Context: an optimization exercise on an open-source flow, tuned for small area, a short achievable clock period and few clock cycles per item. The choices shown serve that exercise and are no tape-out recipe. Function was checked by simulation only, so behaviour that the tests miss may differ from the original. Power is estimated from default activity; no workload was simulated.

<file path="design/flow/design.v">
`default_nettype none
package rx_phy_pkg;
  localparam logic [7:0] sym_stp = 8'hFB;
  localparam logic [7:0] sym_sdp = 8'h5C;
  localparam logic [7:0] sym_end = 8'hFD;
  localparam logic [7:0] sym_edb = 8'hFE;
endpackage
`default_nettype wire
`timescale 1ns/1ns
`default_nettype none
module rx_symbol_decode (
  input  logic [31:0] data_i,
  input  logic [3:0]  data_k_i,
  output logic [35:0] word_o
);
  always_comb begin
    for (int i = 0; i < 4; i++) begin
      logic [7:0] v;
      logic       s, t, g, f;
      v = data_i[8*i +: 8];
      t = (v == rx_phy_pkg::sym_stp);
      s = t || (v == rx_phy_pkg::sym_sdp);
      g = (v == rx_phy_pkg::sym_end);
      f = s || g || (v == rx_phy_pkg::sym_edb);
      word_o[9*i +: 9] = data_k_i[i] ? {1'b1, v[7:4], t, g, f, s} : {1'b0, v};
    end
  end
endmodule
`default_nettype wire
`timescale 1ns/1ns
`default_nettype none
module rx_data_handler (
  input  logic                  clk_i,
  input  logic                  rst_i,
  input  logic                  phy_link_up_i,
  input  logic                  phy_fifo_empty_i,
  output logic                  phy_fifo_rd_en_o,
  input  logic                  data_valid_i,
  input  logic [31:0]           data_i,
  input  logic [3:0]            data_k_i,
  output logic [31:0]           m_axis_tdata_o,
  output logic [3:0]            m_axis_tkeep_o,
  output logic                  m_axis_tvalid_o,
  output logic                  m_axis_tlast_o,
  output logic [1:0]            m_axis_tuser_o,
  input  logic                  m_axis_tready_i
);
  logic [35:0] word_in;
  rx_symbol_decode i_decode (
    .data_i   (data_i),
    .data_k_i (data_k_i),
    .word_o   (word_in)
  );
  logic [35:0] w0_q, w1_q, w2_q;
  logic [1:0]  wc_q;
  logic        w0v_q;
  logic        rd_ok_q;
  logic        rd_q;
  logic [3:0]  m_q;
  logic        drop_q;
  logic        open_q;
  logic        tlp_q;
  logic [4:0]  hc_q;
  logic [3:0][7:0] acc_q;
  logic [31:0] od_q;
  logic [3:1]  ok_q;
  logic        ol_q;
  logic [1:0]  ou_q;
  logic        ov_q;
  logic            open_n, tlp_n;
  logic [4:0]      hc_n;
  logic [3:0][3:0] tgt;
  logic [3:0]      w_e, w_n;
  logic            emit;
  logic            cut;
  logic [3:0]      rem_m;
  logic [3:1]      e_keep;
  logic            e_last, e_nul, e_tlp;
  logic            quirk;
  logic [3:0]      d, f, s, g, t;
  logic [4:0]      ob, tb;
  logic [4:0][4:0] hb;
  logic [3:0]      ea, eb, em, pay, segn, prior, clash, cutb, go, first;
  logic [4:0]      stopb;
  logic [3:0][3:0] ln;
  logic [3:0]      we_all;
  always_comb begin
    for (int i = 0; i < 4; i++) begin
      d[i] = m_q[i] && !w0_q[9*i+8];
      f[i] = m_q[i] &&  w0_q[9*i+8] && w0_q[9*i+1];
      s[i] = m_q[i] &&  w0_q[9*i+8] && w0_q[9*i];
      g[i] = w0_q[9*i+2];
      t[i] = w0_q[9*i+3];
    end
    ob[0] = open_q;
    hb[0] = hc_q;
    tb[0] = tlp_q;
    for (int i = 0; i < 4; i++) begin
      pay[i]   = d[i] && ob[i];
      ea[i]    = pay[i] && hb[i][4];
      eb[i]    = f[i] && ob[i] && !hb[i][0];
      ln[i]    = ea[i] ? 4'b0001 : hb[i][3:0];
      ob[i+1]  = f[i] ? s[i] : ob[i];
      tb[i+1]  = s[i] ? t[i] : tb[i];
      hb[i+1]  = f[i] ? 5'b00001 : pay[i] ? {ln[i], 1'b0} : hb[i];
    end
    em = ea | eb;
    prior[0] = 1'b0;
    for (int i = 1; i < 4; i++) prior[i] = prior[i-1] || em[i-1];
    segn  = prior | ea;
    first = em & ~prior;
    we_all = '0;
    for (int i = 0; i < 4; i++) begin
      if (pay[i] && !segn[i]) we_all = we_all | ln[i];
    end
    for (int i = 0; i < 4; i++) begin
      clash[i] = pay[i] && segn[i] && ((ln[i] & we_all) != 4'b0000);
      cutb[i]  = (em[i] && prior[i] && !drop_q) || clash[i];
    end
    stopb[0] = 1'b0;
    for (int i = 0; i < 4; i++) stopb[i+1] = stopb[i] || cutb[i];
    go    = ~stopb[4:1];
    cut   = stopb[4];
    rem_m = m_q & stopb[4:1];
    open_n = ob[4];
    hc_n   = hb[4];
    tlp_n  = tb[4];
    for (int i = 3; i >= 0; i--) begin
      if (cutb[i] && !stopb[i]) begin
        open_n = ob[i];
        hc_n   = hb[i];
        tlp_n  = tb[i];
      end
    end
    emit   = (em & go) != 4'b0000;
    e_keep = 3'b111;
    e_last = 1'b0;
    e_nul  = 1'b0;
    e_tlp  = tlp_q;
    for (int i = 0; i < 4; i++) begin
      if (first[i]) begin
        e_tlp = tb[i];
        if (eb[i]) begin
          e_keep = {hb[i][4], hb[i][4] | hb[i][3], hb[i][4] | hb[i][3] | hb[i][2]};
          e_last = 1'b1;
          e_nul  = !g[i];
        end
      end
    end
    tgt = '0;
    w_e = '0;
    w_n = '0;
    for (int i = 0; i < 4; i++) begin
      if (pay[i] && go[i]) begin
        tgt[i] = ln[i];
        if (segn[i]) w_n = w_n | ln[i];
        else         w_e = w_e | ln[i];
      end
    end
  end
  assign quirk = (m_q == 4'b1111) && open_q && hc_q[4] &&
                 !w0_q[8] && w0_q[17] && w0_q[9] && !w0_q[26] && w0_q[35] && w0_q[28];
  logic [3:0][7:0] sel, e_b;
  always_comb begin
    for (int j = 0; j < 4; j++) begin
      sel[j] = '0;
      for (int i = 0; i < 4; i++) begin
        sel[j] = sel[j] | ({8{tgt[i][j]}} & w0_q[9*i +: 8]);
      end
      e_b[j] = w_e[j] ? sel[j] : acc_q[j];
    end
  end
  logic fire, cons;
  logic [1:0] wc_rem;
  logic [2:0] wc_n;
  assign fire   = w0v_q && (!ov_q || m_axis_tready_i);
  assign cons   = fire && !cut;
  assign wc_rem = wc_q - {1'b0, cons};
  assign wc_n   = {1'b0, wc_rem} + {2'b00, data_valid_i};
  assign phy_fifo_rd_en_o = !rst_i && phy_link_up_i && !phy_fifo_empty_i && rd_ok_q;
  always_ff @(posedge clk_i) begin
    if (rst_i) begin
      wc_q    <= 2'd0;
      w0v_q   <= 1'b0;
      rd_q    <= 1'b0;
      rd_ok_q <= 1'b0;
      m_q     <= 4'b1111;
      drop_q  <= 1'b0;
      open_q  <= 1'b0;
      hc_q    <= 5'b00001;
      ov_q    <= 1'b0;
    end else begin
      rd_q    <= phy_fifo_rd_en_o;
      wc_q    <= wc_n[1:0];
      w0v_q   <= (wc_n != 3'd0);
      rd_ok_q <= (wc_n + {2'b00, phy_fifo_rd_en_o}) <= 3'd2;
      if (fire) begin
        open_q <= open_n;
        hc_q   <= hc_n;
        m_q    <= cut ? rem_m : 4'b1111;
        drop_q <= cut && quirk;
      end
      ov_q <= (fire && emit) || (ov_q && !m_axis_tready_i);
    end
  end
  always_ff @(posedge clk_i) begin
    if (cons || !w0v_q) begin
      w0_q <= (wc_rem == 2'd0) ? word_in : w1_q;
    end
    if (cons || wc_q == 2'd1) begin
      w1_q <= (wc_rem == 2'd1) ? word_in : w2_q;
    end
    if (data_valid_i) begin
      w2_q <= word_in;
    end
    if (fire) begin
      tlp_q <= tlp_n;
    end
    for (int j = 0; j < 4; j++) begin
      if (fire && (w_e[j] || w_n[j])) acc_q[j] <= sel[j];
    end
    if (fire && emit) begin
      od_q <= e_b;
      ok_q <= e_keep;
      ol_q <= e_last;
      ou_q <= {e_nul && e_last, e_tlp};
    end
  end
  assign m_axis_tvalid_o = ov_q;
  assign m_axis_tdata_o  = od_q;
  assign m_axis_tkeep_o  = {ok_q, 1'b1};
  assign m_axis_tlast_o  = ol_q;
  assign m_axis_tuser_o  = ou_q;
endmodule
`default_nettype wire
</file>
<file path="design/flow/run.sh">
#!/bin/bash
# synth_recipe.tcl (not shown) runs the flow's synth.tcl, then flattens the netlist and writes it again
# the make line also repeats each setting of config.mk as NAME=value (left out here)
make -C /OpenROAD-flow-scripts/flow DESIGN_CONFIG=/design/flow/config.mk WORK_HOME=/design/flow/orfs CLKGATE_MAP_FILE= SYNTH_SCRIPT=/design/flow/synth_recipe.tcl finish
</file>
<file path="design/flow/config.mk">
export PLATFORM = sky130hd
export DESIGN_NAME = rx_data_handler
export DESIGN_NICKNAME = rx_data_handler
export VERILOG_FILES = /design/flow/design.v
export SDC_FILE = /design/flow/constraint.sdc
export NUM_CORES = 4
export LEC_CHECK = 0
export CAP_MARGIN = 20
export CORE_MARGIN = 2
export CORE_UTILIZATION = 40
export PLACE_DENSITY = 0.6
export SETUP_SLACK_MARGIN = 4.3
export SLEW_MARGIN = 20
</file>
<file path="design/flow/constraint.sdc">
create_clock -name core_clock -period 8.0 [get_ports {clk_i}]
set_input_delay 1.6000 -clock core_clock [delete_from_list [all_inputs] [get_ports {clk_i}]]
set_output_delay 1.6000 -clock core_clock [all_outputs]
set_load 0.01 [all_outputs]
</file>
==> key figures, run 1 <==
Outcome
  – Status: finished clean

Logic synthesis
  – Syn Nets: 957
  – Avg Inst Size Synth: 11.0 sq um
  – Synthesis Warnings: 2
  – Synth cell types: 83
  – Post-Synthesis Cells: 911
  – Mapped cell area: 0.0100 sq mm
  – Top FF cell, synth: edfxtp_1
  – Register area share after synthesis: 0.568
  – Post-synth EDFFs: 179
  – Asr flop ratio synth: 0
  – FF+latch count, synth: 195

CTS
  – Hold Buf Count CTS: 0
  – Worst-Skew Late Latency: 0.45 ns
  – CTS Buf Count: 17
  – Longest Clk Path Bufs: 2
  – Root Buffer: clkbuf_16
  – Clock sink count: 195
  – Clock slew at reported path FFs: 0.08 ns
  – CTS tree: built
  – CTS H-tree depth: 4

Power and ir drop
  – LEAKAGE: 0.00553 uW
  – Clock group share of total power: 0.121
  – Comb power frac: 0.595
  – Psw: 2930 uW
  – Pwr dens: 491 mW/mm^2
  – Sw Ratio: 0.416
  – Pwr Total: 7040 uW
  – Seq pwr share: 0.284
  – Maximum vdd drop: 275 uV
  – Internal power: 4110 uW

Placement
  – DP HPWL: 20300 um
  – Cell Count Post-Placement: 1284
  – IO Port Bufs: 81
  – Routability cong.: 0.940
  – Post-place setup slack: 2.66 ns

STA
  – Slew Limit Fails: 0
  – Relative slew slack: 0.371
  – Clk_skew: 0.0161 ns
  – Final Hold Viols: 0
  – PnR worst setup slack: 3.95 ns
  – RSZ-0062 raised after global routing: yes
  – TNS Setup: 0 ns
  – Worst Max-Slew Pin Slew: 0.943 ns
  – Period utilization: 0.506
  – Final setup fails: 0
  – Min Tclk post-route: 4.05 ns
  – Highest clock rate: 0.247 GHz

Worst setup path
  – Setup crit end kind: register
  – CP arrival: 4.24 ns
  – Kind of critical path: register to register
  – Highest net fanout along the worst path: 7
  – WP data required: 8.19 ns
  – Startpoint class of the critical path: register

Finish
  – Core Util, Final: 0.585
  – Antenna Cells: 0
  – Layout cells sized above 1: 0.364
  – Layout area overhead: 42.9%
  – Fin cells: 1426
  – # nets final: 1135

Floorplanning
  – DIE HEIGHT: 162 um
  – I/O Pins: 83
  – Die W: 162 um
  – Rows: 57
  – Core area: 0.0245 sq mm
  – Die area: 0.0263 sq mm
  – Initial core utilization: 0.410

Global route
  – Global route overflow: 0
  – Total GRT Usage: 0.243
  – First-pass GRT wire length: 48400 um
  – Antenna violations before repair: 0
  – Largest net degree at the start of global routing: 39
  – Vias in the first global route: 7965

Route
  – Vias per cell: 6.12
  – Final ANT Viol Nets: 0
  – Initial DRC Count: 1323
  – DRC Markers: 0
  – DRT Wirelength: 33500 um
  – WL/cell: 23.5 um
  – Via count: 8729
  – Drt pass-1 iters: 12

Run
  – # Max-Cap Violations: 0

Hold path
  – Min-delay worst type: register to register
## cell usage in the layout, fill, tap and decap left out, types with 13 or more instances in the layout
cell type        instances
edfxtp_1               179
nand2_1                 87
clkdlybuf4s50_1         76
buf_4                   73
nand2_2                 42
nor2_1                  40
a21oi_1                 35
inv_1                   26
nand2_4                 26
mux2_2                  24
a222oi_1                24
o21ai_0                 23
clkbuf_16               23
nand3_1                 22
mux2_4                  22
o21ai_2                 21
o21ai_1                 16
buf_12                  16
nand4_1                 13
buf_6                   13
## state kept, by name, indices dropped and copies added, names as in the netlist, named ones only
name and count:
ol_q 1, ok_q 3, od_q 32, ov_q 1, tlp_q 1, m_q 3, rd_ok_q 1, w2_q 36
wc_q 2, open_q 1, acc_q 32, drop_q 1, hc_q 5, ou_q 2, w1_q 36, w0v_q 1
w0_q 36
## final cells by class
type / count / area (sq um)
fill: 1937 / 10100
multi-input combinational: 643 / 5220
inverter: 29 / 118
tap: 324 / 405
clock inverter: 15 / 155
sequential: 195 / 5710
timing repair buffer: 203 / 2290
clock buffer: 17 / 425
## metal layers
layer | global-route usage | up-vias | part of all wire
met3 | 0.0485 | 66 | 0.074
met1 | 0.334 | 4315 | 0.41
met5 | 0 | - | 0
met4 | 0.0720 | 0 | 0.034
met2 | 0.392 | 460 | 0.48
li1 | - | 3888 | -
## cell usage after synthesis (8+ instances only)
library cell,n,area (sq um)
a221o_1,8,80.1
buf_2,9,45.0
nor3_1,15,75.1
clkbuf_1,25,93.8
nand3_1,27,135
a222oi_1,24,240
mux2_2,46,518
o21ai_0,58,290
nor2_1,48,180
nand2_1,157,589
and2_1,8,50.1
nand2b_1,9,56.3
and3_1,11,68.8
nand4_1,13,81.3
a21oi_1,48,240
edfxtp_1,179,5380
o41ai_1,8,70.1
a21o_1,8,60.1
dfxtp_1,16,320
a31oi_1,14,87.6
inv_1,28,105
nor2b_1,8,50.1
## worst max-delay path: stages, from the launching register on
cell	delay, ns
edfxtp_1	0.41
buf_4	0.15
buf_2	0.14
buf_4	0.14
a21oi_4	0.23
a2111o_1	0.31
a21oi_2	0.12
o21a_2	0.25
or2_2	0.34
a21oi_4	0.20
buf_12	0.14
nand2_8	0.05
nor2_4	0.14
ha_4	0.23
buf_4	0.14
buf_4	0.15
nand2_8	0.15
buf_12	0.17
mux2_4	0.31
## power groups by stage
stage	sequential (uW)	clock (uW)	combinational [uW]
floorplan	1830	0	1610
global placement	1980	0	2150
detailed placement	1990	0	2140
CTS	1950	863	3100
global route	2010	906	4380
finish	2000	854	4190
## path summary, 6_finish.rpt
kind                               from        to  slack [ns]  depth (start not counted)
worst max-delay path            w0_q[8]  w0_q[25]        3.95                         18
worst min-delay path            w2_q[7]   w1_q[7]        0.53                          2
worst max register to register  w0_q[8]  w0_q[25]        3.95                         18
worst min register to register  w2_q[7]   w1_q[7]        0.53                          2
## per-stage QoR
step           instance area [sq um]  hold WS [ns]
2_1_floorplan                  10200         0.458
3_3_place_gp                   11300         0.493
3_5_place_dp                   11300         0.500
4_1_cts                        12900         0.520
5_1_grt                        14300         0.547
6_report                       14300         0.527
## timing repair
action / in CTS / in global routing
pin swaps: 18 / 91
setup endpoints to repair: 288 / 256
resized for setup: 131 / 228
cloned: 13 / 8
buffers inserted: 44 / 44
## cell families (layout without fill, tap and decap cells)
kind of cell	count (synthesis)	count (layout)	synth area share
xor+xnor	3	3	0.00262
fa+ha+maj	4	4	0.00574
flops	195	195	0.568
other cells	1	1	0.000374
mux	53	53	0.0587
simple gates	335	335	0.158
buf+inv	73	264	0.0300
compound gates	247	247	0.176
Testbench counts, summed over its fixed seeds: cycles 34,759, items 32,299.
==> inputs of run 2 (changes only) <==
--- a/design/flow/config.mk
+++ b/design/flow/config.mk
@@ -6,8 +6,9 @@
 export NUM_CORES = 4
 export LEC_CHECK = 0
+export ABC_AREA = 1
 export CAP_MARGIN = 20
 export CORE_MARGIN = 2
 export CORE_UTILIZATION = 40
 export PLACE_DENSITY = 0.6
-export SETUP_SLACK_MARGIN = 4.3
+export SETUP_SLACK_MARGIN = 0
 export SLEW_MARGIN = 20
==> key figures, run 2 <==
Logic synthesis
  – Top FF cell, synth: edfxtp_1 (unchanged)
  – Syn Nets: 1182 (was 957)
  – Count leader, synth: nand2_1 (was edfxtp_1)
  – Top cells by count, synth: nand2_1, edfxtp_1, inv_1 (was edfxtp_1, nand2_1, o21ai_0)
  – Post-synthesis simple-gate area fraction: 0.256 (was 0.158)
  – Share of the synthesized area in the top cell type: 0.532 (was 0.536)
  – FF+latch count, synth: 195 (unchanged)
  – Avg Inst Size Synth: 8.89 sq um (was 11.0 sq um)
  – Asr flop ratio synth: 0 (unchanged)
  – Largest family of logic cells by synthesized area: simple AND/OR/NAND/NOR gates (was compound AO/OA/AOI/OAI gates)
  – Adder-Cell Fraction of Synth Area: 0.00570 (was 0.00574)
  – Register area share after synthesis: 0.564 (was 0.568)
  – Compound-Gate Fraction of Synth Area: 0.110 (was 0.176)
  – Mux cell area share after synthesis: 0 (was 0.0587)
  – Ranking of synthesized cells by area: edfxtp_1, nand2_1, inv_1 (was edfxtp_1, nand2_1, mux2_2)
  – Synth cell types: 46 (was 83)
  – Synth Area in XOR/XNOR: 0.000867 (was 0.00262)
  – Synthesis Warnings: 2 (unchanged)
  – Mapped cell area: 0.0101 sq mm (was 0.0100 sq mm)
  – Area leader, netlist: edfxtp_1 (unchanged)
  – Post-synth EDFFs: 179 (unchanged)
  – Post-Synthesis Cells: 1136 (was 911)

Worst setup path
  – Highest net fanout along the worst path: 12 (was 7)
  – CP arrival: 5.65 ns (was 4.24 ns)
  – Setup crit end kind: register (unchanged)
  – Startpoint class of the critical path: register (unchanged)
  – WP data required: 8.33 ns (was 8.19 ns)
  – Kind of critical path: register to register (unchanged)

Finish
  – Layout cells sized above 1: 0.0793 (was 0.364)
  – Antenna Cells: 0 (unchanged)
  – # nets final: 1270 (was 1135)
  – Top flop regs: w0_q (36), w1_q (36), w2_q (36) (unchanged)
  – Layout area overhead: 18.1% (was 42.9%)
  – Fin cells: 1566 (was 1426)
  – Most common cell after layout, fill and taps aside: nand2_1 (was edfxtp_1)
  – Most frequent cells in the layout: nand2_1, edfxtp_1, inv_1, clkdlybuf4s50_1, o21ai_0 (was edfxtp_1, nand2_1, clkdlybuf4s50_1, buf_4, nand2_2)

CTS
  – Hold Buf Count CTS: 0 (unchanged)
  – Root Buffer: clkbuf_16 (unchanged)
  – Clock slew at reported path FFs: 0.08 ns (about the same)
  – Postcts setup bufs: 0 (was 44)
  – Post-cts sizing count: 0 (was 131)
  – Worst-Skew Late Latency: 0.44 ns (was 0.45 ns)
  – CTS H-tree depth: 4 (unchanged)
  – Clock sink count: 195 (unchanged)
  – CTS Buf Count: 17 (unchanged)
  – Longest Clk Path Bufs: 2 (unchanged)
  – CTS tree: built (unchanged)

Route
  – Final ANT Viol Nets: 0 (unchanged)
  – Initial DRC Count: 680 (was 1323)
  – Drt pass-1 iters: 5 (was 12)
  – Via count: 8045 (was 8729)
  – Vias per cell: 5.14 (was 6.12)
  – DRT Wirelength: 26900 um (was 33500 um)
  – DRC Markers: 0 (unchanged)
  – WL/cell: 17.2 um (was 23.5 um)

Global route
  – Vias in the first global route: 7541 (was 7965)
  – First-pass GRT wire length: 42500 um (was 48400 um)
  – Antenna violations before repair: 0 (unchanged)
  – Total GRT Usage: 0.209 (was 0.243)
  – Largest net degree at the start of global routing: 62 (was 39)
  – Global route overflow: 0 (unchanged)

Power and ir drop
  – Clock group share of total power: 0.175 (was 0.121)
  – Internal power: 2740 uW (was 4110 uW)
  – Seq pwr share: 0.379 (was 0.284)
  – Maximum vdd drop: 176 uV (was 275 uV)
  – Sw Ratio: 0.450 (was 0.416)
  – Pwr Total: 4980 uW (was 7040 uW)
  – LEAKAGE: 0.00498 uW (was 0.00553 uW)
  – Pwr dens: 418 mW/mm^2 (was 491 mW/mm^2)
  – Comb power frac: 0.446 (was 0.595)
  – Psw: 2240 uW (was 2930 uW)

Floorplanning
  – I/O Pins: 83 (unchanged)
  – DIE HEIGHT: 163 um (was 162 um)
  – Initial core utilization: 0.405 (was 0.410)
  – Die area: 0.0265 sq mm (was 0.0263 sq mm)
  – Die W: 163 um (was 162 um)
  – Rows: 58 (was 57)
  – Core area: 0.0250 sq mm (was 0.0245 sq mm)

STA
  – Final Hold Viols: 0 (unchanged)
  – PnR worst setup slack: 2.68 ns (was 3.95 ns)
  – Worst Max-Slew Pin Slew: 1.00 ns (was 0.943 ns)
  – Slew Limit Fails: 0 (unchanged)
  – Clk_skew: 0.0167 ns (was 0.0161 ns)
  – WHS: 0.507 ns (was 0.527 ns)
  – TNS Setup: 0 ns (unchanged)
  – Highest clock rate: 0.188 GHz (was 0.247 GHz)
  – RSZ-0062 raised after global routing: no (was yes)
  – Relative slew slack: 0.327 (was 0.371)
  – Final setup fails: 0 (unchanged)
  – Period utilization: 0.664 (was 0.506)
  – Min Tclk post-route: 5.32 ns (was 4.05 ns)

Placement
  – Routability cong.: 0.910 (was 0.940)
  – Post-place setup slack: 2.13 ns (was 2.66 ns)
  – IO Port Bufs: 81 (unchanged)
  – DP HPWL: 20400 um (was 20300 um)
  – Cell Count Post-Placement: 1534 (was 1284)

Run
  – # Max-Cap Violations: 0 (unchanged)

Hold path
  – Min-delay worst type: register to register (unchanged)

Outcome
  – Status: finished clean (unchanged)
==> run 2: cell types whose count changed after synthesis, moves of 13 or more <==
cell	delta
nand3_1	+37
mux2_2	-46
o21ai_0	+22
nand2_1	+211
inv_2	+13
inv_1	+96
a222oi_1	-24
nand4_1	+15
==> run 2: critical path: stages, from the launching register on <==
cell,delay [ns]
edfxtp_1,0.48
inv_1,0.10
nand3_2,0.15
nand2_1,0.14
nand3_2,0.14
nand3_1,0.44
a21oi_1,0.26
a21oi_1,0.83
nand2_2,0.28
nand2_1,0.13
nand2_1,0.09
o21bai_4,0.19
nand2_2,0.12
inv_2,0.15
nand2_1,0.09
nor2_1,0.18
ha_1,0.31
xnor2_1,0.19
ha_1,0.24
fa_1,0.54
a21oi_1,0.06
nand2_1,0.05
inv_1,0.04
==> run 2: worst paths after layout <==
check                              start        to  slack [ns]  cells after the start
worst max-delay path             w0_q[8]   rd_ok_q        2.68                     22
worst min-delay path            register  register        0.51                      2
worst max register to register   w0_q[8]   rd_ok_q        2.68                     22
worst min register to register  register  register        0.51                      2
==> run 2: cell type report <==
| cell class | instances | area (sq um) |
|---|---|---|
| clock buffers | 18 | 429 |
| clock inverters | 13 | 164 |
| fillers | 2409 | 13000 |
| inverters | 144 | 541 |
| multi-input cells | 774 | 3780 |
| flip-flops and latches | 195 | 5700 |
| well taps | 330 | 413 |
| repair buffers | 92 | 901 |
==> run 2: logic make-up after synthesis <==
group / after synthesis
other cells: 1
flops: 195
xor+xnor: 1
compound gates: 189
buf+inv: 167
fa+ha+maj: 4
simple gates: 579
==> run 2: power by group through the flow <==
stage	registers, uW	clock network (uW)	logic, uW
finish	1890	870	2220
floorplan	1830	0	1530
global placement	1900	0	2190
CTS	1880	880	2200
detailed placement	1900	0	2190
global route	1910	924	2510
==> run 2: per-stage QoR <==
step | instance area (sq um) | utilization
after global placement | 11300 | 0.453
after floorplan | 10100 | -
after global routing | 11900 | 0.478
final | 11900 | 0.478
after detailed placement | 11300 | 0.453
after CTS | 11900 | 0.477
==> run 2: metal layers <==
layer	up-vias	track usage	routed length [um]	share of wire
met1	3677	0.290	12500	0.46
li1	4048	-	-	-
met2	269	0.334	12500	0.46
met5	-	0	0	0
met4	0	0.0680	633	0.023
met3	51	0.0346	1320	0.049
==> inputs of run 3 (changes only) <==
--- a/design/flow/config.mk
+++ b/design/flow/config.mk
@@ -11,4 +11,4 @@
 export CORE_UTILIZATION = 40
 export PLACE_DENSITY = 0.6
-export SETUP_SLACK_MARGIN = 0
+export SETUP_SLACK_MARGIN = 5.0
 export SLEW_MARGIN = 20
==> key figures, run 3 <==
Logic synthesis
  – FF+latch count, synth: 195 (unchanged)
  – Top FF cell, synth: edfxtp_1 (unchanged)
  – Synthesis Warnings: 2 (unchanged)
  – Syn Nets: 1182 (unchanged)
  – Count leader, synth: nand2_1 (unchanged)
  – Post-Synthesis Cells: 1136 (unchanged)
  – Share of the synthesized area in the top cell type: 0.532 (unchanged)
  – Mapped cell area: 0.0101 sq mm (unchanged)
  – Post-synth EDFFs: 179 (unchanged)
  – Asr flop ratio synth: 0 (unchanged)
  – Area leader, netlist: edfxtp_1 (unchanged)
  – Synth cell types: 46 (unchanged)
  – Register area share after synthesis: 0.564 (unchanged)
  – Ranking of synthesized cells by area: edfxtp_1, nand2_1, inv_1 (unchanged)
  – Top cells by count, synth: nand2_1, edfxtp_1, inv_1 (unchanged)
  – Avg Inst Size Synth: 8.89 sq um (unchanged)

Worst setup path
  – Startpoint class of the critical path: register (unchanged)
  – Setup crit end kind: register (unchanged)
  – Highest net fanout along the worst path: 8 (was 12)
  – CP arrival: 4.17 ns (was 5.65 ns)
  – Kind of critical path: register to register (unchanged)
  – WP data required: 8.19 ns (was 8.33 ns)

STA
  – Min Tclk post-route: 3.98 ns (was 5.32 ns)
  – Final setup fails: 0 (unchanged)
  – Clk_skew: 0.0140 ns (was 0.0167 ns)
  – RSZ-0062 raised after global routing: yes (was no)
  – Relative slew slack: 0.415 (was 0.327)
  – Worst Max-Slew Pin Slew: 0.878 ns (was 1.00 ns)
  – Slew Limit Fails: 0 (unchanged)
  – Final Hold Viols: 0 (unchanged)
  – TNS Setup: 0 ns (unchanged)
  – Period utilization: 0.497 (was 0.664)
  – Highest clock rate: 0.251 GHz (was 0.188 GHz)

Floorplanning
  – Die W: 163 um (unchanged)
  – I/O Pins: 83 (unchanged)
  – Rows: 58 (unchanged)
  – Core area: 0.0250 sq mm (unchanged)
  – Die area: 0.0265 sq mm (unchanged)
  – DIE HEIGHT: 163 um (unchanged)
  – Initial core utilization: 0.405 (unchanged)

Route
  – Final ANT Viol Nets: 0 (unchanged)
  – DRC Markers: 0 (unchanged)
  – DRT Wirelength: 33000 um (was 26900 um)
  – Drt pass-1 iters: 5 (unchanged)
  – WL/cell: 19.1 um (was 17.2 um)
  – Via count: 9414 (was 8045)
  – Vias per cell: 5.44 (was 5.14)
  – Initial DRC Count: 942 (was 680)

Finish
  – Multi-input gate area: 0.00516 sq mm (was 0.00378 sq mm)
  – Antenna Cells: 0 (unchanged)
  – Layout cells sized above 1: 0.357 (was 0.0793)
  – Layout area overhead: 53.0% (was 18.1%)
  – Top flop regs: w0_q (36), w1_q (36), w2_q (36) (unchanged)
  – Fin cells: 1732 (was 1566)
  – # nets final: 1435 (was 1270)
  – Final instance area: 0.0155 sq mm (was 0.0119 sq mm)
  – Flip-flop and latch area: 0.00570 sq mm (about the same)
  – Most common cell after layout, fill and taps aside: nand2_1 (unchanged)
  – Most frequent cells in the layout: nand2_1, edfxtp_1, inv_1, buf_4, nand2_2 (was nand2_1, edfxtp_1, inv_1, clkdlybuf4s50_1, o21ai_0)
  – Filler Cells Inserted: 1996 (was 2409)

Power and ir drop
  – Sw Ratio: 0.451 (was 0.450)
  – Internal power: 4050 uW (was 2740 uW)
  – Clock group share of total power: 0.120 (was 0.175)
  – LEAKAGE: 0.00647 uW (was 0.00498 uW)
  – Maximum vdd drop: 199 uV (was 176 uV)
  – Pwr Total: 7380 uW (was 4980 uW)
  – Seq pwr share: 0.263 (was 0.379)
  – Psw: 3330 uW (was 2240 uW)
  – Comb power frac: 0.617 (was 0.446)
  – Pwr dens: 477 mW/mm^2 (was 418 mW/mm^2)

Placement
  – Routability cong.: 0.908 (was 0.910)
  – Placed Area: 0.0116 sq mm (was 0.0113 sq mm)
  – DP HPWL: 19500 um (was 20400 um)
  – IO Port Bufs: 81 (unchanged)
  – Cell Count Post-Placement: 1528 (was 1534)

Global route
  – Total GRT Usage: 0.252 (was 0.209)
  – Vias in the first global route: 9423 (was 7541)
  – Antenna violations before repair: 0 (unchanged)
  – Global route overflow: 0 (unchanged)
  – First-pass GRT wire length: 50900 um (was 42500 um)
  – Largest net degree at the start of global routing: 39 (was 62)

CTS
  – Root Buffer: clkbuf_16 (unchanged)
  – Clock slew at reported path FFs: 0.08 ns (about the same)
  – CTS Buf Count: 17 (unchanged)
  – Hold Buf Count CTS: 0 (unchanged)
  – Longest Clk Path Bufs: 2 (unchanged)
  – Worst-Skew Late Latency: 0.45 ns (was 0.44 ns)
  – Clock sink count: 195 (unchanged)
  – CTS H-tree depth: 4 (unchanged)
  – CTS tree: built (unchanged)

Run
  – # Max-Cap Violations: 0 (unchanged)

Hold path
  – Min-delay worst type: register to register (unchanged)

Outcome
  – Status: finished clean (unchanged)
run 3: cell counts after synthesis:
Identical to the previous run, type by type.
run 3: power by group through the flow:
| stage | sequential, uW | combinational, uW | clock [uW] |
|---|---|---|---|
| 3_5_place_dp | 1900 | 2300 | 0 |
| 2_1_floorplan | 1820 | 1720 | 0 |
| 4_1_cts | 1920 | 4190 | 890 |
| 3_3_place_gp | 1900 | 2260 | 0 |
| 5_1_grt | 1960 | 4850 | 924 |
| 6_report | 1940 | 4550 | 885 |
run 3: logic make-up after synthesis:
logic type	after synthesis	synth area share
xor+xnor	1	0.000867
flops	195	0.564
simple gates	579	0.256
buf+inv	167	0.0633
compound gates	189	0.110
other cells	1	0.000371
fa+ha+maj	4	0.00570
run 3: metal layers:
metal / up-vias / track usage / wire length [um] / part of all wire
met5: - / 0 / 0 / 0
met4: 0 / 0.126 / 1560 / 0.047
met3: 109 / 0.0377 / 1980 / 0.060
met2: 419 / 0.436 / 16400 / 0.50
met1: 4490 / 0.305 / 13000 / 0.40
li1: 4396 / - / - / -
run 3: critical path, cell delays in order, from the launching register on:
cell and delay (ns):
edfxtp_1 0.51, nand3_4 0.15, buf_12 0.12, buf_6 0.09
nand3_4 0.09, nor2_4 0.20, nor2_4 0.08, nand3_4 0.14
nand2_4 0.09, nor2_4 0.22, buf_6 0.14, nand3_4 0.11
o21bai_4 0.18, nand2_2 0.06, nand2_2 0.08, o21bai_4 0.09
nand2_4 0.09, inv_6 0.04, nand2_4 0.06, nor2_4 0.04
ha_4 0.31, buf_6 0.11, nand3_4 0.10, buf_4 0.16
buf_12 0.13, buf_16 0.15, nand2_1 0.08, o21ai_2 0.08
run 3: final cells by class:
class	count	share of cell area
inverter	144	0.0390
clock inverter	15	0.0117
tap	330	0.0267
multi-input combinational	775	0.334
timing repair inverter	9	0.0101
sequential	195	0.369
timing repair buffer	247	0.182
clock buffer	17	0.0275
run 3: path summary, 6_finish.rpt:
check	startpoint	endpoint	slack, ns	depth (start not counted)
worst min register to register	register	register	0.46	2
worst min-delay path	register	register	0.46	2
worst max register to register	w0_q[8]	w0_q[17]	4.02	27
worst max-delay path	w0_q[8]	w0_q[17]	4.02	27
run 3: timing repair:
action,in CTS,in global routing
endpoints found under the setup margin,304,301
gates cloned,26,1
pin swaps,100,49
setup buffers,123,22
resized for setup,368,76
run 3: per-stage QoR:
step           hold slack (ns)  setup WS [ns]   util
6_report                 0.459           4.02  0.619
5_1_grt                  0.508           3.86  0.619
2_1_floorplan            0.426           4.28      -
3_5_place_dp             0.453           2.30  0.463
3_3_place_gp             0.447           2.51  0.462
4_1_cts                  0.464           4.16  0.600
==> inputs of run 4 (changes only) <==
--- a/design/flow/config.mk
+++ b/design/flow/config.mk
@@ -11,4 +11,4 @@
 export CORE_UTILIZATION = 40
 export PLACE_DENSITY = 0.6
-export SETUP_SLACK_MARGIN = 5.0
+export SETUP_SLACK_MARGIN = 4.3
 export SLEW_MARGIN = 20
==> key figures, run 4 <==
Outcome
  – Status: finished clean (unchanged)

Logic synthesis
  – Synthesis Warnings: 2 (unchanged)
  – Top cells by count, synth: nand2_1, edfxtp_1, inv_1 (unchanged)
  – Mapped cell area: 0.0101 sq mm (unchanged)
  – Synth cell types: 46 (unchanged)
  – FF+latch count, synth: 195 (unchanged)
  – Post-Synthesis Cells: 1136 (unchanged)
  – Ranking of synthesized cells by area: edfxtp_1, nand2_1, inv_1 (unchanged)
  – Asr flop ratio synth: 0 (unchanged)
  – Syn Nets: 1182 (unchanged)
  – Register area share after synthesis: 0.564 (unchanged)
  – Post-synth EDFFs: 179 (unchanged)
  – Share of the synthesized area in the top cell type: 0.532 (unchanged)
  – Count leader, synth: nand2_1 (unchanged)
  – Area leader, netlist: edfxtp_1 (unchanged)
  – Top FF cell, synth: edfxtp_1 (unchanged)
  – Avg Inst Size Synth: 8.89 sq um (unchanged)

Floorplanning
  – Die area: 0.0265 sq mm (unchanged)
  – Core area: 0.0250 sq mm (unchanged)
  – DIE HEIGHT: 163 um (unchanged)
  – I/O Pins: 83 (unchanged)
  – Rows: 58 (unchanged)
  – Initial core utilization: 0.405 (unchanged)
  – Die W: 163 um (unchanged)

Finish
  – Top flop regs: w0_q (36), w1_q (36), w2_q (36) (unchanged)
  – Antenna Cells: 0 (unchanged)
  – Most common cell after layout, fill and taps aside: nand2_1 (unchanged)
  – Layout area overhead: 40.2% (was 53.0%)
  – Core Util, Final: 0.567 (was 0.619)
  – Most frequent cells in the layout: nand2_1, edfxtp_1, inv_1, buf_4, clkdlybuf4s50_1 (was nand2_1, edfxtp_1, inv_1, buf_4, nand2_2)
  – # nets final: 1404 (was 1435)
  – Layout cells sized above 1: 0.254 (was 0.357)

Worst setup path
  – Reg2reg path depth: 26 (was 27)
  – CP max stage cell: edfxtp_1 (unchanged)
  – Kind of critical path: register to register (unchanged)
  – Startpoint class of the critical path: register (unchanged)
  – WP data required: 8.19 ns (about the same)
  – Worst R2R Setup Slack: 4.12 ns (was 4.02 ns)
  – R2R Path Start: w0_q[8] (unchanged)
  – Crit Reg-Reg Endpoint: w0_q[30] (was w0_q[17])
  – Highest net fanout along the worst path: 8 (unchanged)
  – Setup crit end kind: register (unchanged)
  – CP peak stage delay: 0.39 ns (was 0.51 ns)
  – Most frequent cell on the critical path: nand2_4 (was nand3_4)
  – CP arrival: 4.07 ns (was 4.17 ns)

Global route
  – First-pass GRT wire length: 46700 um (was 50900 um)
  – Total GRT Usage: 0.229 (was 0.252)
  – Global route overflow: 0 (unchanged)
  – Antenna violations before repair: 0 (unchanged)
  – Vias in the first global route: 8435 (was 9423)
  – Largest net degree at the start of global routing: 39 (unchanged)

STA
  – Final Hold Viols: 0 (unchanged)
  – Highest clock rate: 0.258 GHz (was 0.251 GHz)
  – Relative slew slack: 0.435 (was 0.415)
  – Clk_skew: 0.0165 ns (was 0.0140 ns)
  – Min Tclk post-route: 3.88 ns (was 3.98 ns)
  – Slew Limit Fails: 0 (unchanged)
  – RSZ-0062 raised after global routing: yes (unchanged)
  – Final setup fails: 0 (unchanged)
  – TNS Setup: 0 ns (unchanged)
  – PnR worst setup slack: 4.12 ns (was 4.02 ns)
  – Worst Max-Slew Pin Slew: 0.848 ns (was 0.878 ns)
  – Period utilization: 0.485 (was 0.497)

Power and ir drop
  – Psw: 2840 uW (was 3330 uW)
  – Maximum vdd drop: 205 uV (was 199 uV)
  – Clock group share of total power: 0.132 (was 0.120)
  – LEAKAGE: 0.00593 uW (was 0.00647 uW)
  – Internal power: 3590 uW (was 4050 uW)
  – Comb power frac: 0.572 (was 0.617)
  – Seq pwr share: 0.296 (was 0.263)
  – Sw Ratio: 0.441 (was 0.451)
  – Pwr Total: 6430 uW (was 7380 uW)
  – Pwr dens: 454 mW/mm^2 (was 477 mW/mm^2)

Route
  – DRT Wirelength: 30500 um (was 33000 um)
  – Final ANT Viol Nets: 0 (unchanged)
  – Vias per cell: 5.33 (was 5.44)
  – Via count: 9068 (was 9414)
  – DRC Markers: 0 (unchanged)
  – Initial DRC Count: 930 (was 942)
  – Drt pass-1 iters: 5 (unchanged)
  – WL/cell: 17.9 um (was 19.1 um)

CTS
  – Clock sink count: 195 (unchanged)
  – Root Buffer: clkbuf_16 (unchanged)
  – Clock slew at reported path FFs: 0.07 ns (was 0.08 ns)
  – CTS H-tree depth: 4 (unchanged)
  – Longest Clk Path Bufs: 2 (unchanged)
  – Hold Buf Count CTS: 0 (unchanged)
  – CTS tree: built (unchanged)
  – Worst-Skew Late Latency: 0.44 ns (was 0.45 ns)
  – CTS Buf Count: 17 (unchanged)

Run
  – # Max-Cap Violations: 0 (unchanged)

Hold path
  – Min-delay worst type: register to register (unchanged)
  – Hold Path Cell Cnt: 2 (unchanged)

Placement
  – Post-place setup slack: 2.81 ns (was 2.30 ns)
  – Routability cong.: 0.965 (was 0.908)
  – IO Port Bufs: 81 (unchanged)
  – DP HPWL: 20000 um (was 19500 um)
-- run 4: cell counts after synthesis --
Identical to the previous run, type by type.
-- run 4: worst max path at each step --
stage	endpoint	start	slack, ns	depth (start not counted)
floorplan	rd_ok_q	w0_q[8]	4.22	25
global placement	w0_q[12]	w0_q[8]	2.94	24
detailed placement	w0_q[28]	w0_q[8]	2.81	24
CTS	rd_ok_q	w0_q[8]	4.23	27
global route	w0_q[18]	w0_q[8]	3.98	26
finish	w0_q[30]	w0_q[8]	4.12	26
-- run 4: metrics by stage --
step / instances / cell area (sq um) / hold WS [ns]
after floorplan: 1136 / 10300 / 0.426
after global placement: 1532 / 11500 / 0.492
after detailed placement: 1533 / 11500 / 0.483
after CTS: 1652 / 13300 / 0.495
after global routing: 1701 / 14200 / 0.504
final: 1701 / 14200 / 0.499
-- run 4: cell families (layout without fill, tap and decap cells) --
group / count (synthesis) / after routing / share of synthesized area
other: 1 / 1 / 0.000371
flip-flops: 195 / 195 / 0.564
buffers and inverters: 167 / 400 / 0.0633
AND/OR/NAND/NOR: 579 / 581 / 0.256
AO/OA/AOI/OAI: 189 / 189 / 0.110
adder cells (fa/ha/maj): 4 / 4 / 0.00570
XOR/XNOR: 1 / 1 / 0.000867
-- run 4: per-layer routing --
layer  global-route usage  vias to the layer above  routed length [um]
met5                    0                        -                   0
met2                0.383                      440               14700
met3               0.0300                       99                1930
li1                     -                     4335                   -
met4               0.0953                        0                1360
met1                0.301                     4194               12500
-- run 4: power groups by stage --
stage | Sequential (uW) | Combinational, uW | Clock [uW]
after floorplan | 1820 | 1630 | 0
after global placement | 1910 | 2250 | 0
after detailed placement | 1910 | 2290 | 0
after CTS | 1890 | 3180 | 861
after global routing | 1920 | 3980 | 901
final | 1910 | 3680 | 847
-- run 4: critical path, delay by kind of cell, from the launching register on --
| kind | cells | cell delay, ns |
|---|---|---|
| simple gates | 14 | 1.75 |
| buf+inv | 9 | 0.99 |
| flops | 1 | 0.39 |
| compound gates | 2 | 0.35 |
| fa+ha+maj | 1 | 0.16 |
-- run 4: final cells by class --
type / count / area [sq um]
repair inverters: 2 / 15.0
clock buffers: 17 / 425
repair buffers: 222 / 2310
multi-input cells: 776 / 4550
well taps: 330 / 413
fillers: 2164 / 10800
flip-flops and latches: 195 / 5700
inverters: 144 / 579
clock inverters: 15 / 160
-- run 4: repair_timing --
action | in CTS | in global routing
hold endpoints to repair | 0 | 0
cloned | 8 | 6
setup buffers | 79 | 43
pin swaps | 56 | 40
resized for setup | 133 | 98
endpoints found under the setup margin | 295 | 210
==> inputs of run 5 (changes only) <==
--- a/design/flow/design.v
+++ b/design/flow/design.v
@@ -52,5 +52,7 @@
     .word_o   (word_in)
   );
-  logic [35:0] w0_q, w1_q, w2_q;
+  logic [2:0][35:0] b_q;
+  logic [2:0]  wp_q, rp_q;
+  logic [35:0] w0_q;
   logic [1:0]  wc_q;
   logic        w0v_q;
@@ -133,5 +135,5 @@
       end
     end
-    emit   = (em & go) != 4'b0000;
+    emit   = em != 4'b0000;
     e_keep = 3'b111;
     e_last = 1'b0;
@@ -152,9 +154,7 @@
     w_n = '0;
     for (int i = 0; i < 4; i++) begin
-      if (pay[i] && go[i]) begin
-        tgt[i] = ln[i];
-        if (segn[i]) w_n = w_n | ln[i];
-        else         w_e = w_e | ln[i];
-      end
+      if (pay[i] && (!segn[i] || go[i])) tgt[i] = ln[i];
+      if (pay[i] && !segn[i])            w_e = w_e | ln[i];
+      if (pay[i] && segn[i] && go[i])    w_n = w_n | ln[i];
     end
   end
@@ -172,10 +172,15 @@
   end
   logic fire, cons;
-  logic [1:0] wc_rem;
+  always_comb begin
+    w0_q = '0;
+    for (int k = 0; k < 3; k++) w0_q = w0_q | ({36{rp_q[k]}} & b_q[k]);
+  end
   logic [2:0] wc_n;
   assign fire   = w0v_q && (!ov_q || m_axis_tready_i);
   assign cons   = fire && !cut;
-  assign wc_rem = wc_q - {1'b0, cons};
-  assign wc_n   = {1'b0, wc_rem} + {2'b00, data_valid_i};
+  logic [2:0] wc_in, wc_in_rd;
+  assign wc_in    = {1'b0, wc_q} + {2'b00, data_valid_i};
+  assign wc_in_rd = wc_in + {2'b00, phy_fifo_rd_en_o};
+  assign wc_n     = cons ? wc_in - 3'd1 : wc_in;
   assign phy_fifo_rd_en_o = !rst_i && phy_link_up_i && !phy_fifo_empty_i && rd_ok_q;
   always_ff @(posedge clk_i) begin
@@ -183,4 +188,6 @@
       wc_q    <= 2'd0;
       w0v_q   <= 1'b0;
+      wp_q    <= 3'b001;
+      rp_q    <= 3'b001;
       rd_q    <= 1'b0;
       rd_ok_q <= 1'b0;
@@ -193,6 +200,8 @@
       rd_q    <= phy_fifo_rd_en_o;
       wc_q    <= wc_n[1:0];
-      w0v_q   <= (wc_n != 3'd0);
-      rd_ok_q <= (wc_n + {2'b00, phy_fifo_rd_en_o}) <= 3'd2;
+      w0v_q   <= cons ? (wc_in > 3'd1) : (wc_in != 3'd0);
+      if (data_valid_i) wp_q <= {wp_q[1:0], wp_q[2]};
+      if (cons)         rp_q <= {rp_q[1:0], rp_q[2]};
+      rd_ok_q <= cons ? (wc_in_rd <= 3'd3) : (wc_in_rd <= 3'd2);
       if (fire) begin
         open_q <= open_n;
@@ -205,12 +214,6 @@
   end
   always_ff @(posedge clk_i) begin
-    if (cons || !w0v_q) begin
-      w0_q <= (wc_rem == 2'd0) ? word_in : w1_q;
-    end
-    if (cons || wc_q == 2'd1) begin
-      w1_q <= (wc_rem == 2'd1) ? word_in : w2_q;
-    end
-    if (data_valid_i) begin
-      w2_q <= word_in;
+    for (int k = 0; k < 3; k++) begin
+      if (data_valid_i && wp_q[k]) b_q[k] <= word_in;
     end
     if (fire) begin
--- a/design/flow/config.mk
+++ b/design/flow/config.mk
@@ -11,4 +11,4 @@
 export CORE_UTILIZATION = 40
 export PLACE_DENSITY = 0.6
-export SETUP_SLACK_MARGIN = 4.3
+export SETUP_SLACK_MARGIN = 4.5
 export SLEW_MARGIN = 20
==> key figures, run 5 <==
CTS
  – CTS tree: built (unchanged)
  – Worst-Skew Late Latency: 0.52 ns (was 0.44 ns)
  – Clock sink count: 201 (was 195)
  – Longest Clk Path Bufs: 3 (was 2)
  – Clock slew at reported path FFs: 0.06 ns (was 0.07 ns)
  – CTS Buf Count: 23 (was 17)
  – Hold Buf Count CTS: 0 (unchanged)
  – CTS H-tree depth: 1 (was 4)
  – Root Buffer: clkbuf_16 (unchanged)

Logic synthesis
  – FF+latch count, synth: 201 (was 195)
  – Post-synth EDFFs: 179 (unchanged)
  – Synthesis Warnings: 2 (unchanged)
  – Mapped cell area: 0.0103 sq mm (was 0.0101 sq mm)
  – Syn Nets: 1206 (was 1182)
  – Ranking of synthesized cells by area: edfxtp_1, nand2_1, nand3_1 (was edfxtp_1, nand2_1, inv_1)
  – Mux cell area share after synthesis: 0.000969 (was 0)
  – Area leader, netlist: edfxtp_1 (unchanged)
  – Adder-Cell Fraction of Synth Area: 0.00921 (was 0.00570)
  – Asr flop ratio synth: 0 (unchanged)
  – Post-synthesis simple-gate area fraction: 0.293 (was 0.256)
  – Top FF cell, synth: edfxtp_1 (unchanged)
  – Top cells by count, synth: nand2_1, edfxtp_1, nor2_1 (was nand2_1, edfxtp_1, inv_1)
  – Avg Inst Size Synth: 8.93 sq um (was 8.89 sq um)
  – Synth cell types: 52 (was 46)
  – Compound-Gate Fraction of Synth Area: 0.0759 (was 0.110)
  – Synth Area in XOR/XNOR: 0 (was 0.000867)
  – Register area share after synthesis: 0.563 (was 0.564)
  – Count leader, synth: nand2_1 (unchanged)
  – Share of the synthesized area in the top cell type: 0.520 (was 0.532)
  – Largest family of logic cells by synthesized area: simple AND/OR/NAND/NOR gates (unchanged)
  – Post-Synthesis Cells: 1157 (was 1136)

Placement
  – Routability cong.: 0.981 (was 0.965)
  – IO Port Bufs: 81 (unchanged)
  – DP HPWL: 22300 um (was 20000 um)
  – Placed Area: 0.0115 sq mm (about the same)

Finish
  – Top flop regs: b_q (108), acc_q (32), od_q (32) (was w0_q (36), w1_q (36), w2_q (36))
  – Final instance area: 0.0142 sq mm (about the same)
  – Most frequent cells in the layout: nand2_1, edfxtp_1, inv_1, buf_4, nor2_1 (was nand2_1, edfxtp_1, inv_1, buf_4, clkdlybuf4s50_1)
  – Most common cell after layout, fill and taps aside: nand2_1 (unchanged)
  – Multi-input gate area: 0.00485 sq mm (was 0.00455 sq mm)
  – Flip-flop and latch area: 0.00583 sq mm (was 0.00570 sq mm)
  – Max reg flops: 108
  – Layout area overhead: 37.9% (was 40.2%)
  – # nets final: 1412 (was 1404)
  – Layout cells sized above 1: 0.268 (was 0.254)
  – Filler Cells Inserted: 2258 (was 2164)
  – Largest Register: b_q
  – Antenna Cells: 0 (unchanged)

Global route
  – Antenna violations before repair: 0 (unchanged)
  – Vias in the first global route: 8650 (was 8435)
  – Global route overflow: 0 (unchanged)
  – Total GRT Usage: 0.238 (was 0.229)
  – Largest net degree at the start of global routing: 39 (unchanged)
  – First-pass GRT wire length: 48900 um (was 46700 um)

Outcome
  – Status: finished clean (unchanged)

STA
  – WHS: 0.456 ns (was 0.499 ns)
  – Worst Max-Slew Pin Slew: 0.896 ns (was 0.848 ns)
  – Final Hold Viols: 0 (unchanged)
  – Period utilization: 0.459 (was 0.485)
  – RSZ-0062 raised after global routing: yes (unchanged)
  – Min Tclk post-route: 3.67 ns (was 3.88 ns)
  – Highest clock rate: 0.272 GHz (was 0.258 GHz)
  – Relative slew slack: 0.403 (was 0.435)
  – Slew Limit Fails: 0 (unchanged)
  – Final setup fails: 0 (unchanged)
  – Clk_skew: 0.0134 ns (was 0.0165 ns)
  – TNS Setup: 0 ns (unchanged)

Worst setup path
  – CP arrival: 3.86 ns (was 4.07 ns)
  – CP peak stage delay: 0.41 ns (was 0.39 ns)
  – Setup crit end kind: register (unchanged)
  – Worst-path cell chain: nand2_4, nand3_4, buf_4, nand4_4, nand3_4, nor2_4, buf_6, nor2_4, nand2_4, a21oi_4, nand2_4, nand4_1, nand2_2, nand2_1, nand2_2, nor2_4, o21bai_4, nor2_4, nand2_4, nor2_4, buf_6, nand2_4, a21oi_4
  – CP max stage cell: dfxtp_4 (was edfxtp_1)
  – Kind of critical path: register to register (unchanged)
  – Highest net fanout along the worst path: 8 (unchanged)
  – WP data required: 8.18 ns (was 8.19 ns)
  – Startpoint class of the critical path: register (unchanged)
  – CP Buf/Inv Count: 3 (was 9)
  – Crit path max-delay family: simple AND/OR/NAND/NOR gates (unchanged)

Power and ir drop
  – Psw: 2490 uW (was 2840 uW)
  – Sw Ratio: 0.440 (was 0.441)
  – Internal power: 3170 uW (was 3590 uW)
  – Maximum vdd drop: 196 uV (was 205 uV)
  – Comb power frac: 0.544 (was 0.572)
  – LEAKAGE: 0.00588 uW (was 0.00593 uW)
  – Seq pwr share: 0.260 (was 0.296)
  – Pwr dens: 398 mW/mm^2 (was 454 mW/mm^2)
  – Clock group share of total power: 0.196 (was 0.132)

Floorplanning
  – DIE HEIGHT: 165 um (was 163 um)
  – Initial core utilization: 0.409 (was 0.405)
  – Die W: 165 um (was 163 um)
  – Rows: 58 (unchanged)
  – Die area: 0.0271 sq mm (was 0.0265 sq mm)
  – I/O Pins: 83 (unchanged)
  – Core area: 0.0253 sq mm (was 0.0250 sq mm)

Route
  – WL/cell: 19.2 um (was 17.9 um)
  – Initial DRC Count: 828 (was 930)
  – DRC Markers: 0 (unchanged)
  – Vias per cell: 5.51 (was 5.33)
  – DRT Wirelength: 32800 um (was 30500 um)
  – Drt pass-1 iters: 5 (unchanged)
  – Via count: 9425 (was 9068)
  – Final ANT Viol Nets: 0 (unchanged)

Hold path
  – Min-delay worst type: register to register (unchanged)

Run
  – # Max-Cap Violations: 0 (unchanged)
run 5: metrics by stage:
step,util,setup slack (ns),instances,total power (uW)
after floorplan,-,4.45,1157,2890
after global placement,0.454,2.43,1547,3580
after detailed placement,0.454,2.20,1547,3570
after CTS,0.534,4.34,1676,5280
after global routing,0.564,4.19,1709,5960
final,0.564,4.33,1709,5670
run 5: path summary, 6_finish.rpt:
path | endpoint | startpoint | slack, ns | cells after the start
setup reg to reg | acc_q[31] | rp_q[0] | 4.33 | 23
setup / recovery | acc_q[31] | rp_q[0] | 4.33 | 23
hold reg to reg | wp_q[0] | wp_q[0] | 0.46 | 2
hold / removal | wp_q[0] | wp_q[0] | 0.46 | 2
run 5: timing repair:
item,in CTS,in global routing
endpoints found under the setup margin,157,137
gates resized for setup,145,127
pin swaps,56,41
buffers inserted,81,30
cloned,7,3
run 5: metal layers:
| layer | vias up | share of wire | GRT usage | wire length, um |
|---|---|---|---|---|
| li1 | 4384 | - | - | - |
| met1 | 4441 | 0.41 | 0.313 | 13300 |
| met2 | 468 | 0.46 | 0.389 | 15100 |
| met3 | 132 | 0.080 | 0.0402 | 2620 |
| met4 | 0 | 0.054 | 0.101 | 1760 |
| met5 | - | 0 | 0 | 0 |
run 5: cell families (layout without fill, tap and decap cells):
| logic type | Yosys count | count (layout) |
|---|---|---|
| AOI/OAI and AO/OA | 133 | 133 |
| adders and majority gates | 7 | 7 |
| buffers and inverters | 142 | 355 |
| DFF | 201 | 201 |
| muxes | 1 | 1 |
| other | 1 | 1 |
| and+or+nand+nor | 672 | 681 |
run 5: power groups by stage:
stage / clock, uW / combinational (uW) / sequential [uW]
after CTS: 1140 / 2670 / 1470
final: 1110 / 3080 / 1480
after floorplan: 0 / 1410 / 1480
after detailed placement: 0 / 2080 / 1500
after global routing: 1170 / 3290 / 1490
after global placement: 0 / 2090 / 1490
run 5: final cells by class:
class                   instances  share of cell area
inverters                     113              0.0308
repair buffers                201               0.134
flip-flops and latches        201               0.409
well taps                     330              0.0290
clock inverters                18              0.0163
multi-input cells             823               0.341
clock buffers                  23              0.0404
run 5: tightest hold or removal path: cells and delay by family, from the launching register on:
kind,cells,cell delay (ns)
flops,1,0.32
simple gates,2,0.10
Testbench counts of run 5, summed over its fixed seeds: cycles 34,759, items 32,299.
==> inputs of run 6 (changes only) <==
--- a/design/flow/config.mk
+++ b/design/flow/config.mk
@@ -11,4 +11,4 @@
 export CORE_UTILIZATION = 40
 export PLACE_DENSITY = 0.6
-export SETUP_SLACK_MARGIN = 4.5
+export SETUP_SLACK_MARGIN = 3.8
 export SLEW_MARGIN = 20
==> key figures, run 6 <==
STA
  – Relative slew slack: 0.299 (was 0.403)
  – Final Hold Viols: 0 (unchanged)
  – TNS Setup: 0 ns (unchanged)
  – RSZ-0062 raised after global routing: no (was yes)
  – Min Tclk post-route: 4.14 ns (was 3.67 ns)
  – Clk_skew: 0.0108 ns (was 0.0134 ns)
  – Final setup fails: 0 (unchanged)
  – Worst Max-Slew Pin Slew: 1.05 ns (was 0.896 ns)
  – Period utilization: 0.517 (was 0.459)
  – Highest clock rate: 0.242 GHz (was 0.272 GHz)
  – Slew Limit Fails: 0 (unchanged)

Logic synthesis
  – FF+latch count, synth: 201 (unchanged)
  – Compound-Gate Fraction of Synth Area: 0.0759 (unchanged)
  – Post-Synthesis Cells: 1157 (unchanged)
  – Share of the synthesized area in the top cell type: 0.520 (unchanged)
  – Count leader, synth: nand2_1 (unchanged)
  – Mapped cell area: 0.0103 sq mm (unchanged)
  – Mux cell area share after synthesis: 0.000969 (unchanged)
  – Post-synthesis simple-gate area fraction: 0.293 (unchanged)
  – Asr flop ratio synth: 0 (unchanged)
  – Synthesis Warnings: 2 (unchanged)
  – Top cells by count, synth: nand2_1, edfxtp_1, nor2_1 (unchanged)
  – Adder-Cell Fraction of Synth Area: 0.00921 (unchanged)
  – Largest family of logic cells by synthesized area: simple AND/OR/NAND/NOR gates (unchanged)
  – Avg Inst Size Synth: 8.93 sq um (unchanged)
  – Synth Area in XOR/XNOR: 0 (unchanged)
  – Post-synth EDFFs: 179 (unchanged)
  – Syn Nets: 1206 (unchanged)
  – Register area share after synthesis: 0.563 (unchanged)
  – Top FF cell, synth: edfxtp_1 (unchanged)
  – Area leader, netlist: edfxtp_1 (unchanged)
  – Synth cell types: 52 (unchanged)
  – Ranking of synthesized cells by area: edfxtp_1, nand2_1, nand3_1 (unchanged)

Route
  – Initial DRC Count: 914 (was 828)
  – Via count: 8621 (was 9425)
  – DRT met1 WL: 12900 um (was 13300 um)
  – DRT Wirelength: 30000 um (was 32800 um)
  – Detailed route wirelength on metal3: 2120 um (was 2620 um)
  – Top routing layer in use: met4 (unchanged)
  – WL/cell: 18.6 um (was 19.2 um)
  – Vias per cell: 5.36 (was 5.51)
  – Drt pass-1 iters: 5 (unchanged)
  – DR WL met2: 13700 um (was 15100 um)
  – DRC Markers: 0 (unchanged)
  – Final ANT Viol Nets: 0 (unchanged)

Finish
  – Most common cell after layout, fill and taps aside: nand2_1 (unchanged)
  – Layout area overhead: 22.3% (was 37.9%)
  – # nets final: 1313 (was 1412)
  – Top flop regs: b_q (108), acc_q (32), od_q (32) (unchanged)
  – Multi-input gate area: 0.00417 sq mm (was 0.00485 sq mm)
  – Layout cells sized above 1: 0.116 (was 0.268)
  – Flip-flop and latch area: 0.00583 sq mm (about the same)
  – Max reg flops: 108 (unchanged)
  – Most frequent cells in the layout: nand2_1, edfxtp_1, nor2_1, inv_1, nand3_1 (was nand2_1, edfxtp_1, inv_1, buf_4, nor2_1)
  – Final instance area: 0.0126 sq mm (was 0.0142 sq mm)
  – Antenna Cells: 0 (unchanged)
  – Filler Cells Inserted: 2366 (was 2258)
  – Largest Register: b_q (unchanged)

Power and ir drop
  – LEAKAGE: 0.00506 uW (was 0.00588 uW)
  – Clock group share of total power: 0.208 (was 0.196)
  – Sw Ratio: 0.447 (was 0.440)
  – Pwr dens: 379 mW/mm^2 (was 398 mW/mm^2)
  – Seq pwr share: 0.307 (was 0.260)
  – Comb power frac: 0.485 (was 0.544)
  – Maximum vdd drop: 199 uV (was 196 uV)
  – Internal power: 2640 uW (was 3170 uW)
  – Psw: 2140 uW (was 2490 uW)

CTS
  – Clock slew at reported path FFs: 0.06 ns (about the same)
  – CTS Buf Count: 23 (unchanged)
  – Clock sink count: 201 (unchanged)
  – CTS H-tree depth: 1 (unchanged)
  – CTS tree: built (unchanged)
  – Root Buffer: clkbuf_16 (unchanged)
  – Longest Clk Path Bufs: 3 (unchanged)
  – Worst-Skew Late Latency: 0.54 ns (was 0.52 ns)
  – Hold Buf Count CTS: 0 (unchanged)

Global route
  – Total GRT Usage: 0.221 (was 0.238)
  – First-pass GRT wire length: 45500 um (was 48900 um)
  – Global route overflow: 0 (unchanged)
  – Vias in the first global route: 7983 (was 8650)
  – Antenna violations before repair: 0 (unchanged)
  – Largest net degree at the start of global routing: 39 (unchanged)

Hold path
  – Min-delay worst type: register to register (unchanged)

Worst setup path
  – CP arrival: 2.54 ns (was 3.86 ns)
  – Setup crit end kind: output port (was register)
  – Kind of critical path: input pin to output port (was register to register)
  – WP data required: 6.40 ns (was 8.18 ns)
  – Highest net fanout along the worst path: 2 (was 8)
  – Startpoint class of the critical path: input pin (was register)

Floorplanning
  – Core area: 0.0253 sq mm (unchanged)
  – Die area: 0.0271 sq mm (unchanged)
  – Initial core utilization: 0.409 (unchanged)
  – DIE HEIGHT: 165 um (unchanged)
  – I/O Pins: 83 (unchanged)
  – Die W: 165 um (unchanged)
  – Rows: 58 (unchanged)

Placement
  – Routability cong.: 0.972 (was 0.981)
  – IO Port Bufs: 81 (unchanged)
  – Placed Area: 0.0114 sq mm (was 0.0115 sq mm)
  – DP HPWL: 21900 um (was 22300 um)

Outcome
  – Status: finished clean (unchanged)

Run
  – # Max-Cap Violations: 0 (unchanged)
-- run 6: through the flow --
stage          hold WS, ns  instances  setup slack (ns)  total power, uW  utilization
2_1_floorplan        0.429       1157              4.19             2880            -
3_3_place_gp         0.442       1546              2.34             3540        0.453
3_5_place_dp         0.446       1546              2.16             3540        0.453
4_1_cts              0.460       1596              3.80             4660        0.491
5_1_grt              0.493       1609              3.80             5070        0.500
6_report             0.456       1609              3.86             4780        0.500
-- run 6: worst paths after layout --
| path | startpoint | to | slack (ns) | cells after the start |
|---|---|---|---|---|
| worst min-delay path | wp_q[0] | wp_q[0] | 0.46 | 2 |
| worst min register to register | wp_q[0] | wp_q[0] | 0.46 | 2 |
| worst max-delay path | phy_link_up_i | phy_fifo_rd_en_o | 3.86 | 4 |
| worst max register to register | rp_q[1] | acc_q[20] | 4.06 | 24 |
-- run 6: repair_timing --
action,in CTS,in global routing
endpoints found under the setup margin,100,81
resized for setup,40,27
setup buffers,7,12
pin swaps,7,12
cloned,3,1
-- run 6: power groups by stage --
stage | sequential (uW) | clock, uW | combinational, uW
2_1_floorplan | 1480 | 0 | 1400
3_3_place_gp | 1490 | 0 | 2050
3_5_place_dp | 1490 | 0 | 2050
4_1_cts | 1480 | 1020 | 2160
5_1_grt | 1480 | 1060 | 2530
6_report | 1470 | 993 | 2320
-- run 6: layout make-up --
| type | instances | area share |
|---|---|---|
| well taps | 330 | 0.0327 |
| inverters | 113 | 0.0340 |
| clock buffers | 25 | 0.0462 |
| repair buffers | 108 | 0.0855 |
| multi-input cells | 817 | 0.330 |
| flip-flops and latches | 201 | 0.462 |
| clock inverters | 15 | 0.0103 |
-- run 6: metal layers --
layer  vias to the layer above  global-route usage
met5                         -                   0
met4                         0              0.0866
met3                        84              0.0379
met2                       331               0.351
met1                      4007               0.303
li1                       4199                   -
-- run 6: kinds of logic after synthesis --
family | after synthesis
fa+ha+maj | 7
buf+inv | 142
other cells | 1
simple gates | 672
mux | 1
compound gates | 133
flops | 201
-- run 6: worst max-delay path, cell delays in order --
cell and delay [ns]:
clkdlybuf4s50_1 0.45, nand2_1 0.06, nor3_2 0.14, dlygate4sd2_1 0.29
==> inputs of run 7 (changes only) <==
--- a/design/flow/config.mk
+++ b/design/flow/config.mk
@@ -11,4 +11,4 @@
 export CORE_UTILIZATION = 40
 export PLACE_DENSITY = 0.6
-export SETUP_SLACK_MARGIN = 3.8
+export SETUP_SLACK_MARGIN = 4.0
 export SLEW_MARGIN = 20
==> key figures, run 7 <==
CTS
  – Hold Buf Count CTS: 0 (unchanged)
  – CTS tree: built (unchanged)
  – Root Buffer: clkbuf_16 (unchanged)
  – Longest Clk Path Bufs: 3 (unchanged)
  – Clock slew at reported path FFs: 0.06 ns (about the same)
  – Clock sink count: 201 (unchanged)
  – CTS Buf Count: 23 (unchanged)

Finish
  – # nets final: 1326 (was 1313)
  – Most common cell after layout, fill and taps aside: nand2_1 (unchanged)
  – Top flop regs: b_q (108), acc_q (32), od_q (32) (unchanged)
  – Filler Cells Inserted: 2343 (was 2366)
  – Most frequent cells in the layout: nand2_1, edfxtp_1, inv_1, nor2_1, nand3_1 (was nand2_1, edfxtp_1, nor2_1, inv_1, nand3_1)
  – Flip-flop and latch area: 0.00583 sq mm (unchanged)
  – Largest Register: b_q (unchanged)
  – Max reg flops: 108 (unchanged)

STA
  – Slew Limit Fails: 0 (unchanged)
  – Relative slew slack: 0.382 (was 0.299)
  – Min Tclk post-route: 3.91 ns (was 4.14 ns)
  – Highest clock rate: 0.256 GHz (was 0.242 GHz)
  – Worst Max-Slew Pin Slew: 0.926 ns (was 1.05 ns)
  – WHS: 0.455 ns (was 0.456 ns)
  – RSZ-0062 raised after global routing: yes (was no)
  – TNS Setup: 0 ns (unchanged)
  – Clk_skew: 0.00999 ns (was 0.0108 ns)

Global route
  – Global route overflow: 0 (unchanged)
  – Total GRT Usage: 0.223 (was 0.221)
  – Largest net degree at the start of global routing: 39 (unchanged)

Logic synthesis
  – Top cells by count, synth: nand2_1, edfxtp_1, nor2_1 (unchanged)
  – Ranking of synthesized cells by area: edfxtp_1, nand2_1, nand3_1 (unchanged)
  – Area leader, netlist: edfxtp_1 (unchanged)
  – Count leader, synth: nand2_1 (unchanged)
  – Synthesis Warnings: 2 (unchanged)
  – Mapped cell area: 0.0103 sq mm (unchanged)

Route
  – DRC Markers: 0 (unchanged)
  – WL/cell: 18.7 um (was 18.6 um)
  – Via count: 8671 (was 8621)
  – Vias per cell: 5.35 (was 5.36)

Outcome
  – Status: finished clean (unchanged)

Placement
  – Routability cong.: 0.972 (unchanged)
  – IO Port Bufs: 81 (unchanged)

Run
  – # Max-Cap Violations: 0 (unchanged)

Worst setup path
  – Crit path max-delay family: buffers and inverters (unchanged)
  – CP arrival: 2.31 ns (was 2.54 ns)

Power and ir drop
  – Maximum vdd drop: 197 uV (was 199 uV)
  – Pwr dens: 381 mW/mm^2 (was 379 mW/mm^2)

Floorplanning
  – I/O Pins: 83 (unchanged)
  – Core area: 0.0253 sq mm (unchanged)
  – Die area: 0.0271 sq mm (unchanged)
  – DIE HEIGHT: 165 um (unchanged)
## run 7: area by class of cell
cell class / instances / area share
Clock inverter: 15 / 0.0101
Timing Repair Buffer: 121 / 0.0945
Sequential cell: 201 / 0.453
Clock buffer: 25 / 0.0453
Multi-Input combinational cell: 817 / 0.331
Inverter: 113 / 0.0340
Tap cell: 330 / 0.0321
## run 7: worst reg2reg max path, delay by kind of cell, from the launching register on
| kind | cells | cell delay [ns] |
|---|---|---|
| AOI/OAI and AO/OA | 2 | 0.32 |
| DFF | 1 | 0.39 |
| buffers and inverters | 4 | 0.60 |
| and+or+nand+nor | 18 | 2.18 |
## run 7: final timing paths
check / endpoint / startpoint / slack (ns) / cells past startpoint
setup / recovery: phy_fifo_rd_en_o / rst_i / 4.09 / 3
hold / removal: wp_q[0] / wp_q[0] / 0.46 / 2
setup reg to reg: acc_q[0] / rp_q[1] / 4.22 / 24
hold reg to reg: wp_q[0] / wp_q[0] / 0.46 / 2
## run 7: logic make-up (layout without fill, tap and decap cells)
family / Yosys count / count (layout) / share of synthesized area
buffers and inverters: 142 / 274 / 0.0570
and+or+nand+nor: 672 / 675 / 0.293
adders and majority gates: 7 / 7 / 0.00921
muxes: 1 / 1 / 0.000969
DFF: 201 / 201 / 0.563
AOI/OAI and AO/OA: 133 / 133 / 0.0759
other: 1 / 1 / 0.000363
## run 7: repair_timing
action / 4_1_cts / 5_1_grt
endpoints found under the hold margin: 0 / 0
pin swaps: 12 / 17
endpoints found under the setup margin: 138 / 134
gates resized for setup: 54 / 40
buffers inserted: 13 / 18
gates cloned: 4 / 1
## run 7: report_power, final
group / total [uW] / internal (uW) / switching (uW)
sequential: 1470 / 1400 / 71.6
combinational: 2430 / 755 / 1680
clock: 993 / 565 / 428
## run 7: routing by layer
metal  part of all wire  wire, um  GRT usage  vias to the layer above
met5                  0         0          0                        -
met4              0.035      1050     0.0893                        0
met3              0.073      2220     0.0397                       80
met2               0.46     14000      0.354                      351
met1               0.43     13000      0.304                     4027
li1                   -         -          -                     4213
## run 7: metrics by stage
| step | util | std cells | power, uW | area, sq um | worst slack (ns) |
|---|---|---|---|---|---|
| 2_1_floorplan | - | 1157 | 2880 | 10300 | 4.19 |
| 3_3_place_gp | 0.453 | 1546 | 3540 | 11400 | 2.34 |
| 3_5_place_dp | 0.453 | 1546 | 3540 | 11400 | 2.16 |
| 4_1_cts | 0.495 | 1603 | 4710 | 12500 | 3.99 |
| 5_1_grt | 0.509 | 1622 | 5190 | 12900 | 3.96 |
| 6_report | 0.509 | 1622 | 4900 | 12900 | 4.09 |
